From an optimization exercise on the open Yosys and OpenROAD flow, aimed at small area, a short achievable clock period and few clock cycles; shortcuts taken in it are not production practice. Function was checked by simulation only, so behaviour that the tests miss may differ from the original. Power figures rest on the tool's default switching activity, not on a simulated workload.

==> flow/design.v <==
package dcache_pkg;
  localparam int OFFSET_BITS = 2;
  typedef logic [31:0] addr_t;
  typedef logic [31:0] word_t;
  typedef enum logic [2:0] {
    ACC_B  = 3'd0,  
    ACC_H  = 3'd1,  
    ACC_W  = 3'd2,
    ACC_BU = 3'd4,
    ACC_HU = 3'd5
  } access_t;
  typedef enum logic [2:0] {
    ST_IDLE,
    ST_LOOKUP,
    ST_WB,         
    ST_WB_WAIT,    
    ST_FILL,       
    ST_FILL_WAIT,
    ST_RESP
  } ctrl_state_t;
endpackage
`timescale 1ns/1ps
module dcache_tag_array #(
  parameter int INDEX_BITS = 6,
  localparam int SETS = 1 << INDEX_BITS,
  localparam int TAG_BITS = 30 - INDEX_BITS
) (
  input  logic                  clock,
  input  logic                  reset,
  input  logic [INDEX_BITS-1:0] lookup_index,
  input  logic [TAG_BITS-1:0]   lookup_tag,
  input  logic                  tag_update,
  input  logic                  tag_way,
  input  logic                  tag_dirty,
  output logic                  hit,
  output logic                  hit_way,
  output logic                  victim_way,
  output logic                  victim_dirty,
  output logic [TAG_BITS-1:0]   victim_tag
);
  logic [TAG_BITS-1:0]    tags_q [SETS][2];
  logic [SETS-1:0][1:0]   valid_q;
  logic [SETS-1:0][1:0]   dirty_q;
  logic [SETS-1:0]        lru_q;    
  logic                   hit0;
  logic                   hit1;
  logic                   keep_dirty;
  assign hit0 = valid_q[lookup_index][0] && (tags_q[lookup_index][0] == lookup_tag);
  assign hit1 = valid_q[lookup_index][1] && (tags_q[lookup_index][1] == lookup_tag);
  assign hit     = hit0 || hit1;
  assign hit_way = hit1;
  assign victim_way = !valid_q[lookup_index][0] ? 1'b0 :
                      !valid_q[lookup_index][1] ? 1'b1 : lru_q[lookup_index];
  assign victim_dirty = valid_q[lookup_index][victim_way] && dirty_q[lookup_index][victim_way];
  assign victim_tag   = tags_q[lookup_index][victim_way];
  assign keep_dirty = hit && (hit_way == tag_way) && dirty_q[lookup_index][tag_way];
  always_ff @(posedge clock or posedge reset) begin
    if (reset) begin
      valid_q <= '0;
      dirty_q <= '0;
      lru_q   <= '0;
    end else if (tag_update) begin
      valid_q[lookup_index][tag_way] <= 1'b1;
      dirty_q[lookup_index][tag_way] <= tag_dirty || keep_dirty;
      lru_q[lookup_index]            <= ~tag_way;
    end
  end
  always_ff @(posedge clock) begin
    if (tag_update) begin
      tags_q[lookup_index][tag_way] <= lookup_tag;
    end
  end
endmodule
`timescale 1ns/1ps
module dcache_data_array
#(
  parameter int INDEX_BITS = 6,
  localparam int SETS = 1 << INDEX_BITS
) (
  input  logic                  clock,
  input  logic [INDEX_BITS-1:0] lookup_index,
  input  logic                  data_we,
  input  logic                  data_way,
  input  dcache_pkg::word_t                 data_wdata,
  output dcache_pkg::word_t                 way0_rdata,
  output dcache_pkg::word_t                 way1_rdata
);
  dcache_pkg::word_t mem_q [2][SETS];
  assign way0_rdata = mem_q[0][lookup_index];
  assign way1_rdata = mem_q[1][lookup_index];
  always_ff @(posedge clock) begin
    if (data_we) begin
      mem_q[data_way][lookup_index] <= data_wdata;
    end
  end
endmodule
`timescale 1ns/1ps
module dcache_byte_lane
(
  input  dcache_pkg::word_t                  line_word,
  input  logic [dcache_pkg::OFFSET_BITS-1:0] byte_offset,
  input  dcache_pkg::access_t                access,
  input  dcache_pkg::word_t                  store_data,
  output dcache_pkg::word_t                  load_data,
  output dcache_pkg::word_t                  merged_data
);
  logic [7:0]  byte_sel;
  logic [15:0] half_sel;
  assign byte_sel = line_word[{byte_offset, 3'b000} +: 8];
  assign half_sel = line_word[{byte_offset[1], 4'b0000} +: 16];
  always_comb begin
    case (access)
      dcache_pkg::ACC_B:   load_data = {{24{byte_sel[7]}}, byte_sel};
      dcache_pkg::ACC_BU:  load_data = {24'b0, byte_sel};
      dcache_pkg::ACC_H:   load_data = {{16{half_sel[15]}}, half_sel};
      dcache_pkg::ACC_HU:  load_data = {16'b0, half_sel};
      default: load_data = line_word;
    endcase
  end
  always_comb begin
    merged_data = line_word;
    case (access)
      dcache_pkg::ACC_B, dcache_pkg::ACC_BU: begin
        merged_data[{byte_offset, 3'b000} +: 8] = store_data[7:0];
      end
      dcache_pkg::ACC_H, dcache_pkg::ACC_HU: begin
        merged_data[{byte_offset[1], 4'b0000} +: 16] = store_data[15:0];
      end
      default: begin
        merged_data = store_data;
      end
    endcase
  end
endmodule
`timescale 1ns/1ps
module dcache_ctrl
#(
  parameter int INDEX_BITS = 6,
  localparam int TAG_BITS = 30 - INDEX_BITS
) (
  input  logic                  clock,
  input  logic                  reset,
  input  logic                  req_valid,
  input  logic                  req_write,
  input  dcache_pkg::addr_t                 req_addr,
  input  dcache_pkg::access_t               req_access,
  input  dcache_pkg::word_t                 req_wdata,
  input  logic                  rsp_ready,
  input  logic                  mem_req_ready,
  input  logic                  mem_rsp_valid,
  input  dcache_pkg::word_t                 mem_rsp_rdata,
  input  logic                  hit,
  input  logic                  hit_way,
  input  logic                  victim_way,
  input  logic                  victim_dirty,
  input  logic [TAG_BITS-1:0]   victim_tag,
  input  dcache_pkg::word_t                 way_rdata,
  input  dcache_pkg::word_t                 load_data,
  input  dcache_pkg::word_t                 merged_data,
  output logic                  req_ready,
  output logic                  rsp_valid,
  output dcache_pkg::word_t                 rsp_rdata,
  output logic                  mem_req_valid,
  output logic                  mem_req_write,
  output dcache_pkg::addr_t                 mem_req_addr,
  output dcache_pkg::word_t                 mem_req_wdata,
  output logic [INDEX_BITS-1:0] lookup_index,
  output logic [TAG_BITS-1:0]   lookup_tag,
  output logic                  tag_update,
  output logic                  tag_way,
  output logic                  tag_dirty,
  output logic                  data_we,
  output logic                  data_way,
  output dcache_pkg::word_t                 data_wdata,
  output dcache_pkg::addr_t                 cur_addr,
  output dcache_pkg::access_t               cur_access,
  output dcache_pkg::word_t                 cur_wdata,
  output dcache_pkg::word_t                 fill_word
);
  dcache_pkg::ctrl_state_t state_q;
  dcache_pkg::ctrl_state_t state_d;
  logic        cur_write;
  logic        miss_way;     
  dcache_pkg::word_t       rsp_data_q;
  logic        lookup_hit;
  logic        refill_done;
  assign req_ready = (state_q == dcache_pkg::ST_IDLE);
  assign rsp_valid = (state_q == dcache_pkg::ST_RESP);
  assign rsp_rdata = rsp_data_q;
  assign lookup_index = cur_addr[dcache_pkg::OFFSET_BITS +: INDEX_BITS];
  assign lookup_tag   = cur_addr[dcache_pkg::OFFSET_BITS + INDEX_BITS +: TAG_BITS];
  assign mem_req_valid = (state_q == dcache_pkg::ST_WB) || (state_q == dcache_pkg::ST_FILL);
  assign mem_req_write = (state_q == dcache_pkg::ST_WB);
  assign mem_req_addr  = mem_req_write ? {victim_tag, lookup_index, {dcache_pkg::OFFSET_BITS{1'b0}}}
                                       : {cur_addr[31:dcache_pkg::OFFSET_BITS], {dcache_pkg::OFFSET_BITS{1'b0}}};
  assign mem_req_wdata = way_rdata;
  assign fill_word   = mem_rsp_rdata;
  assign lookup_hit  = (state_q == dcache_pkg::ST_LOOKUP) && hit;
  assign refill_done = (state_q == dcache_pkg::ST_FILL_WAIT) && mem_rsp_valid;
  assign data_way   = (state_q == dcache_pkg::ST_LOOKUP) ? hit_way : miss_way;
  assign data_we    = (lookup_hit && cur_write) || refill_done;
  assign data_wdata = cur_write ? merged_data : fill_word;
  assign tag_update = lookup_hit || refill_done;
  assign tag_way    = data_way;
  assign tag_dirty  = cur_write;
  always_comb begin
    state_d = state_q;
    case (state_q)
      dcache_pkg::ST_IDLE:      if (req_valid) state_d = dcache_pkg::ST_LOOKUP;
      dcache_pkg::ST_LOOKUP: begin
        if (hit) begin
          state_d = dcache_pkg::ST_RESP;
        end else if (victim_dirty) begin
          state_d = dcache_pkg::ST_WB;
        end else begin
          state_d = dcache_pkg::ST_FILL;
        end
      end
      dcache_pkg::ST_WB:        if (mem_req_ready) state_d = dcache_pkg::ST_WB_WAIT;
      dcache_pkg::ST_WB_WAIT:   if (mem_rsp_valid) state_d = dcache_pkg::ST_FILL;   
      dcache_pkg::ST_FILL:      if (mem_req_ready) state_d = dcache_pkg::ST_FILL_WAIT;
      dcache_pkg::ST_FILL_WAIT: if (mem_rsp_valid) state_d = dcache_pkg::ST_RESP;
      dcache_pkg::ST_RESP:      if (rsp_ready) state_d = dcache_pkg::ST_IDLE;
      default:      state_d = dcache_pkg::ST_IDLE;
    endcase
  end
  always_ff @(posedge clock or posedge reset) begin
    if (reset) begin
      state_q  <= dcache_pkg::ST_IDLE;
      miss_way <= 1'b0;
    end else begin
      state_q <= state_d;
      if (state_q == dcache_pkg::ST_LOOKUP) miss_way <= victim_way;
    end
  end
  always_ff @(posedge clock) begin
    if (req_valid && req_ready) begin
      cur_addr   <= req_addr;
      cur_access <= req_access;
      cur_wdata  <= req_wdata;
      cur_write  <= req_write;
    end
    if (lookup_hit || refill_done) begin
      rsp_data_q <= cur_write ? '0 : load_data;   
    end
  end
endmodule
`timescale 1ns/1ps
module dcache_top
#(
  parameter int INDEX_BITS = 5,
  localparam int TAG_BITS = 30 - INDEX_BITS
) (
  input  logic    clock,
  input  logic    reset,
  input  logic    req_valid,
  output logic    req_ready,
  input  logic    req_write,
  input  dcache_pkg::addr_t   req_addr,
  input  dcache_pkg::access_t req_access,
  input  dcache_pkg::word_t   req_wdata,
  output logic    rsp_valid,
  input  logic    rsp_ready,
  output dcache_pkg::word_t   rsp_rdata,
  output logic    mem_req_valid,
  input  logic    mem_req_ready,
  output logic    mem_req_write,
  output dcache_pkg::addr_t   mem_req_addr,
  output dcache_pkg::word_t   mem_req_wdata,
  input  logic    mem_rsp_valid,
  input  dcache_pkg::word_t   mem_rsp_rdata
);
  logic [INDEX_BITS-1:0] lookup_index;
  logic [TAG_BITS-1:0]   lookup_tag;
  logic [TAG_BITS-1:0]   victim_tag;
  logic                  hit;
  logic                  hit_way;
  logic                  victim_way;
  logic                  victim_dirty;
  logic                  tag_update;
  logic                  tag_way;
  logic                  tag_dirty;
  logic                  data_we;
  logic                  data_way;
  dcache_pkg::word_t                 data_wdata;
  dcache_pkg::word_t                 way0_rdata;
  dcache_pkg::word_t                 way1_rdata;
  dcache_pkg::word_t                 way_rdata;
  dcache_pkg::word_t                 line_word;
  dcache_pkg::word_t                 load_data;
  dcache_pkg::word_t                 merged_data;
  dcache_pkg::word_t                 fill_word;
  dcache_pkg::addr_t                 cur_addr;
  dcache_pkg::access_t               cur_access;
  dcache_pkg::word_t                 cur_wdata;
  assign way_rdata = data_way ? way1_rdata : way0_rdata;
  assign line_word = hit ? way_rdata : fill_word;
  dcache_ctrl #(.INDEX_BITS(INDEX_BITS)) u_ctrl (
    .clock        (clock),
    .reset        (reset),
    .req_valid    (req_valid),
    .req_write    (req_write),
    .req_addr     (req_addr),
    .req_access   (req_access),
    .req_wdata    (req_wdata),
    .rsp_ready    (rsp_ready),
    .mem_req_ready(mem_req_ready),
    .mem_rsp_valid(mem_rsp_valid),
    .mem_rsp_rdata(mem_rsp_rdata),
    .hit          (hit),
    .hit_way      (hit_way),
    .victim_way   (victim_way),
    .victim_dirty (victim_dirty),
    .victim_tag   (victim_tag),
    .way_rdata    (way_rdata),
    .load_data    (load_data),
    .merged_data  (merged_data),
    .req_ready    (req_ready),
    .rsp_valid    (rsp_valid),
    .rsp_rdata    (rsp_rdata),
    .mem_req_valid(mem_req_valid),
    .mem_req_write(mem_req_write),
    .mem_req_addr (mem_req_addr),
    .mem_req_wdata(mem_req_wdata),
    .lookup_index (lookup_index),
    .lookup_tag   (lookup_tag),
    .tag_update   (tag_update),
    .tag_way      (tag_way),
    .tag_dirty    (tag_dirty),
    .data_we      (data_we),
    .data_way     (data_way),
    .data_wdata   (data_wdata),
    .cur_addr     (cur_addr),
    .cur_access   (cur_access),
    .cur_wdata    (cur_wdata),
    .fill_word    (fill_word)
  );
  dcache_tag_array #(.INDEX_BITS(INDEX_BITS)) u_tag_array (
    .clock       (clock),
    .reset       (reset),
    .lookup_index(lookup_index),
    .lookup_tag  (lookup_tag),
    .tag_update  (tag_update),
    .tag_way     (tag_way),
    .tag_dirty   (tag_dirty),
    .hit         (hit),
    .hit_way     (hit_way),
    .victim_way  (victim_way),
    .victim_dirty(victim_dirty),
    .victim_tag  (victim_tag)
  );
  dcache_data_array #(.INDEX_BITS(INDEX_BITS)) u_data_array (
    .clock       (clock),
    .lookup_index(lookup_index),
    .data_we     (data_we),
    .data_way    (data_way),
    .data_wdata  (data_wdata),
    .way0_rdata  (way0_rdata),
    .way1_rdata  (way1_rdata)
  );
  dcache_byte_lane u_byte_lane (
    .line_word  (line_word),
    .byte_offset(cur_addr[dcache_pkg::OFFSET_BITS-1:0]),
    .access     (cur_access),
    .store_data (cur_wdata),
    .load_data  (load_data),
    .merged_data(merged_data)
  );
endmodule
==> flow/run.sh <==
#!/bin/bash
# synth_recipe.tcl (not shown) runs the flow's synth.tcl, then flattens the netlist and writes it again
# the make line also repeats each setting of config.mk as NAME=value (left out here)
make -C /OpenROAD-flow-scripts/flow DESIGN_CONFIG=/design/flow/config.mk WORK_HOME=/design/flow/orfs CLKGATE_MAP_FILE= SYNTH_SCRIPT=/design/flow/synth_recipe.tcl finish
==> flow/constraint.sdc <==
create_clock -name core_clock -period 10.0 [get_ports {clock}]
set_input_delay 2.0000 -clock core_clock [delete_from_list [all_inputs] [get_ports {clock}]]
set_output_delay 2.0000 -clock core_clock [all_outputs]
set_load 0.01 [all_outputs]
==> flow/config.mk <==
export PLATFORM = sky130hd
export DESIGN_NAME = dcache_top
export DESIGN_NICKNAME = dcache_top
export VERILOG_FILES = /design/flow/design.v
export SDC_FILE = /design/flow/constraint.sdc
export NUM_CORES = 4
export LEC_CHECK = 0
export CAP_MARGIN = 20
export CORE_MARGIN = 2
export CORE_UTILIZATION = 40
export SETUP_SLACK_MARGIN = 0.3
export SLEW_MARGIN = 20
==> impl_metrics.csv <==
group,metric,value,unit
route,routed_via_density,6.62,
floorplan,dieHeight,649,um
power,leakagePower,0.0624,uW
final_layout,drive_gt1_frac,0.246,
power,ir_drop,0.000196,V
setup_path,crit_path_top_delay_cell,"o22ai_1",
route,drt_iter0_markers,17200,
global_route,first_global_vias,99000,
setup_path,cpMostUsedCell,"buf_4",
clock_tree,numCtsBuffers,405,
placed_design,detailed_place_hpwl,371000,um
setup_path,max_stage_delay,0.86,ns
setup_path,cp_max_fo,66,
yosys,ys.flop_type,"edfxtp_1",
setup_path,cp.required,8.00,ns
clock_tree,path_clk_slew,0.06,ns
placed_design,gp_congestion,0.947,
floorplan,core_region_area,416000,sq um
sta,hold_viol_final,0,
sta,finalSetupViolCount,0,
sta,worst_pin_slew,1.25,ns
route,dr.pass1.iters,10,
route,drcViolationCount,0,
global_route,grt_usage,0.284,
yosys,ys_seq_elements,3917,
sta,max_freq,101,MHz
status,status,"complete, no violations",
floorplan,rows,237,
global_route,antenna_found_initial,31,
route,vias,102000,
yosys,synth_top_area_cell,"edfxtp_1",
yosys,async_flop_share,0.0419,
yosys,yosysTopAreaCellShare,0.676,
yosys,ys_warn_count,4,
floorplan,initial_core_util,0.401,
clock_tree,cts_tree,"done",
route,wl_per_cell,40.1,um
yosys,synth_edf_count,3748,
setup_path,critPathCaptureType,"output port",
final_layout,nNetsFinal,9619,
clock_tree,worstSkewPairLatency,1.05,ns
final_layout,area_delta_synth_final,15.5,%
sta,rsz0062_at_grt,"no",
sta,timing.final.crit_share,0.987,
sta,slew_headroom,0.166,
setup_path,critPathKind,"register to output port",
sta,min_period,9.87,ns
power,power.density,228,nW/um^2
sta,slew_viol_final,0,
hold_path,min_path_type,"register to register",
floorplan,die_area,422000,sq um
yosys,syn_avg_cell_area,18.5,sq um
clock_tree,cts_root_buffer,"clkbuf_16",
yosys,syn_area,167000,sq um
placed_design,place_ws,1.24,ns
route,detail-route-antenna-nets,0,
sta,clock_skew,0.0994,ns
sta,fin_setup_tns,0,ns
setup_path,start_kind,"register",
setup_path,cp_data_arrival_time,7.87,ns
sta,setup_ws,0.127,ns
yosys,synthTopCellsByArea,"edfxtp_1 68%, mux4_2 13%, mux2i_1 4.7%, dfrtp_1 2.5%, a22oi_1 1.8%",
job,cap_violations,0,
yosys,yosysSeqAreaShare,0.701,
final_layout,final_core_util,0.463,
clock_tree,cts.sinks,3917,
clock_tree,cts_buffer_depth,4,
global_route,overflow,0,
floorplan,die_w,649,um
clock_tree,cts_max_level,5,
yosys,yosys.cell_types.count,96,
global_route,grt_first_pass_wirelength,835000,um
yosys,synth_cells,9030,
global_route,grt_max_degree,145,
floorplan,ios,206,
setup_path,path_cells,"buf_4 -> buf_12 -> nand2_1 -> o22ai_1 -> nor4_1 -> xnor2_1 -> and4_1 -> nand2b_1 -> or4b_4 -> nand2_4 -> buf_4 -> mux2i_2 -> clkdlybuf4s50_1",
final_layout,num-fill-cells,34700,
placed_design,portBuffers,203,
route,routed_wl,615000,um
==> area by class of cell <==
| type | instances | area (sq um) | area share |
|---|---|---|---|
| clock inverter | 230 | 2360 | 0.0123 |
| timing repair buffer | 687 | 6970 | 0.0362 |
| clock buffer | 515 | 10700 | 0.0555 |
| sequential | 3917 | 117000 | 0.607 |
| tap | 5497 | 6880 | 0.0357 |
| multi-input combinational | 4445 | 48600 | 0.252 |
| antenna | 18 | 45.0 | 0.000234 |
| inverter | 46 | 193 | 0.00100 |
==> cell families (layout without fill, tap and decap cells) <==
logic type,Yosys count,count (layout),synth area share
xor gates and xnor gates,55,55,0.00289
buffers and inverters,670,1478,0.0188
DFF,3917,3917,0.701
other,1,20,0.0000225
muxes,1870,1870,0.186
adders and majority gates,12,12,0.000886
AOI/OAI and AO/OA,1333,1334,0.0581
and+or+nand+nor,1172,1172,0.0326
==> worst max-delay path, delay by kind of cell (launching register included) <==
kind,cells,cell delay (ns)
simple gates,6,2.42
buf+inv,4,1.75
compound gates,1,0.86
flops,1,0.65
mux,1,0.61
xor+xnor,1,0.30
==> routing by layer <==
| layer | part of all wire | wire [um] | GRT usage | vias up |
|---|---|---|---|---|
| li1 | - | - | - | 38700 |
| met3 | 0.11 | 69900 | 0.0668 | 1705 |
| met2 | 0.46 | 284000 | 0.444 | 8027 |
| met1 | 0.36 | 220000 | 0.366 | 53200 |
| met4 | 0.067 | 41200 | 0.160 | 14 |
| met5 | 0.00018 | 113 | 0 | - |
==> registers in the layout, indices dropped and copies added, names as in the netlist, 3 cells and up, named ones only <==
signal and count:
u_ctrl.cur_wdata 32, u_tag_array.tags_q 1600, u_ctrl.state_q 3, u_tag_array.lru_q 32, u_ctrl.rsp_data_q 32, u_ctrl.cur_addr 32, u_ctrl.cur_access 3, u_tag_array.dirty_q 64
u_tag_array.valid_q 64, u_data_array.mem_q 2048
==> cell usage after synthesis, drive strengths merged, types with 7 or more instances <==
library cell,instances
mux2,130
nor2b,21
a21oi,126
a22oi,389
a311oi,20
clkbuf,320
dfrtp,164
a21o,9
a221o,14
or4,7
nor3,40
o211ai,44
nor3b,8
a211oi,20
o22ai,106
xnor2,46
a31oi,38
a22o,106
or2,17
nor2,343
nand3,82
nand2b,69
o221ai,9
a32oi,24
o21ai,176
mux4,966
buf,304
xor2,9
and3,11
inv,43
a221oi,167
edfxtp,3748
ha,11
nor4b,9
and2,24
nor4,30
nand4,79
a222oi,23
o21a,20
mux2i,774
nand2,411
==> per-stage QoR <==
stage / hold slack [ns] / instances / power (uW) / area [sq um]
after floorplan: 0.451 / 9031 / 24900 / 167000
after global placement: 0.474 / 14600 / 28700 / 179000
after detailed placement: 0.476 / 14600 / 28800 / 179000
after CTS: 0.496 / 15300 / 43700 / 192000
after global routing: 0.506 / 15300 / 44800 / 192000
final: 0.498 / 15400 / 43800 / 192000
==> final timing paths <==
check	startpoint	endpoint	slack, ns	cells past startpoint
setup / recovery	u_ctrl.cur_addr[4]	mem_req_wdata[8]	0.13	13
max in group asynchronous	reset	u_tag_array.dirty_q[11]	7.16	3
hold / removal	u_tag_array.valid_q[22]	u_tag_array.valid_q[22]	0.50	1
hold reg to reg	u_tag_array.valid_q[22]	u_tag_array.valid_q[22]	0.50	1
setup reg to reg	u_ctrl.cur_addr[4]	u_tag_array.tags_q[49][19]	1.46	15
min in group asynchronous	reset	u_ctrl.state_q[0]	1.46	2
==> placed cells by master (no fill, tap or decap), types with 106 or more instances in the layout <==
cell type	instances
a21oi_1	115
nor2_1	187
mux4_2	966
nor2_4	149
o21ai_0	138
clkdlybuf4s50_1	202
mux2i_1	765
edfxtp_1	3748
dfrtp_1	164
a221oi_1	166
a22oi_1	389
nand2_1	398
a22o_1	106
buf_4	385
mux2_2	115
clkbuf_16	409
==> where the power goes <==
part	total, uW	leakage [uW]	internal [uW]	switching, uW
logic	9470	0.0202	3600	5870
clock network	15100	0.00630	8520	6610
registers	19200	0.0359	18800	381
==> timing repair <==
| item | 4_1_cts | 5_1_grt |
|---|---|---|
| resized for setup | 5 | 7 |
| endpoints found under the setup margin | 14 | 17 |
| gates cloned | 1 | 0 |
| buffers inserted | 0 | 6 |
| hold buffers | 0 | 0 |
Testbench counts, summed over its fixed seeds: cycles 171,800.

what the ideal ports hide:
The flow's constraints put no driver on any port. The routed layout listed below was extracted and timed again, unchanged, in two steps. Step 1 sets driving cells, clkbuf_16 on the clock port and buf_2 on the other inputs (assumed; they add their load-dependent delay and slew). Step 2 times the ports against the registers' clock, not the clock port: input delays grow and output delays shrink by t, the midpoint of the rising clock arrivals with the driver on. Slacks: no drivers / after step 1 / after step 2; pairs: no drivers / after step 1.
t (ns): 1.114
setup slack, ns: 0.127 / 0.009 / 1.123
worst setup path at the end: register to output
After both steps setup and hold are still met in this run. For this run, drivers alone change the setup slack by -0.118 ns; drivers and shift together by +0.996 ns.
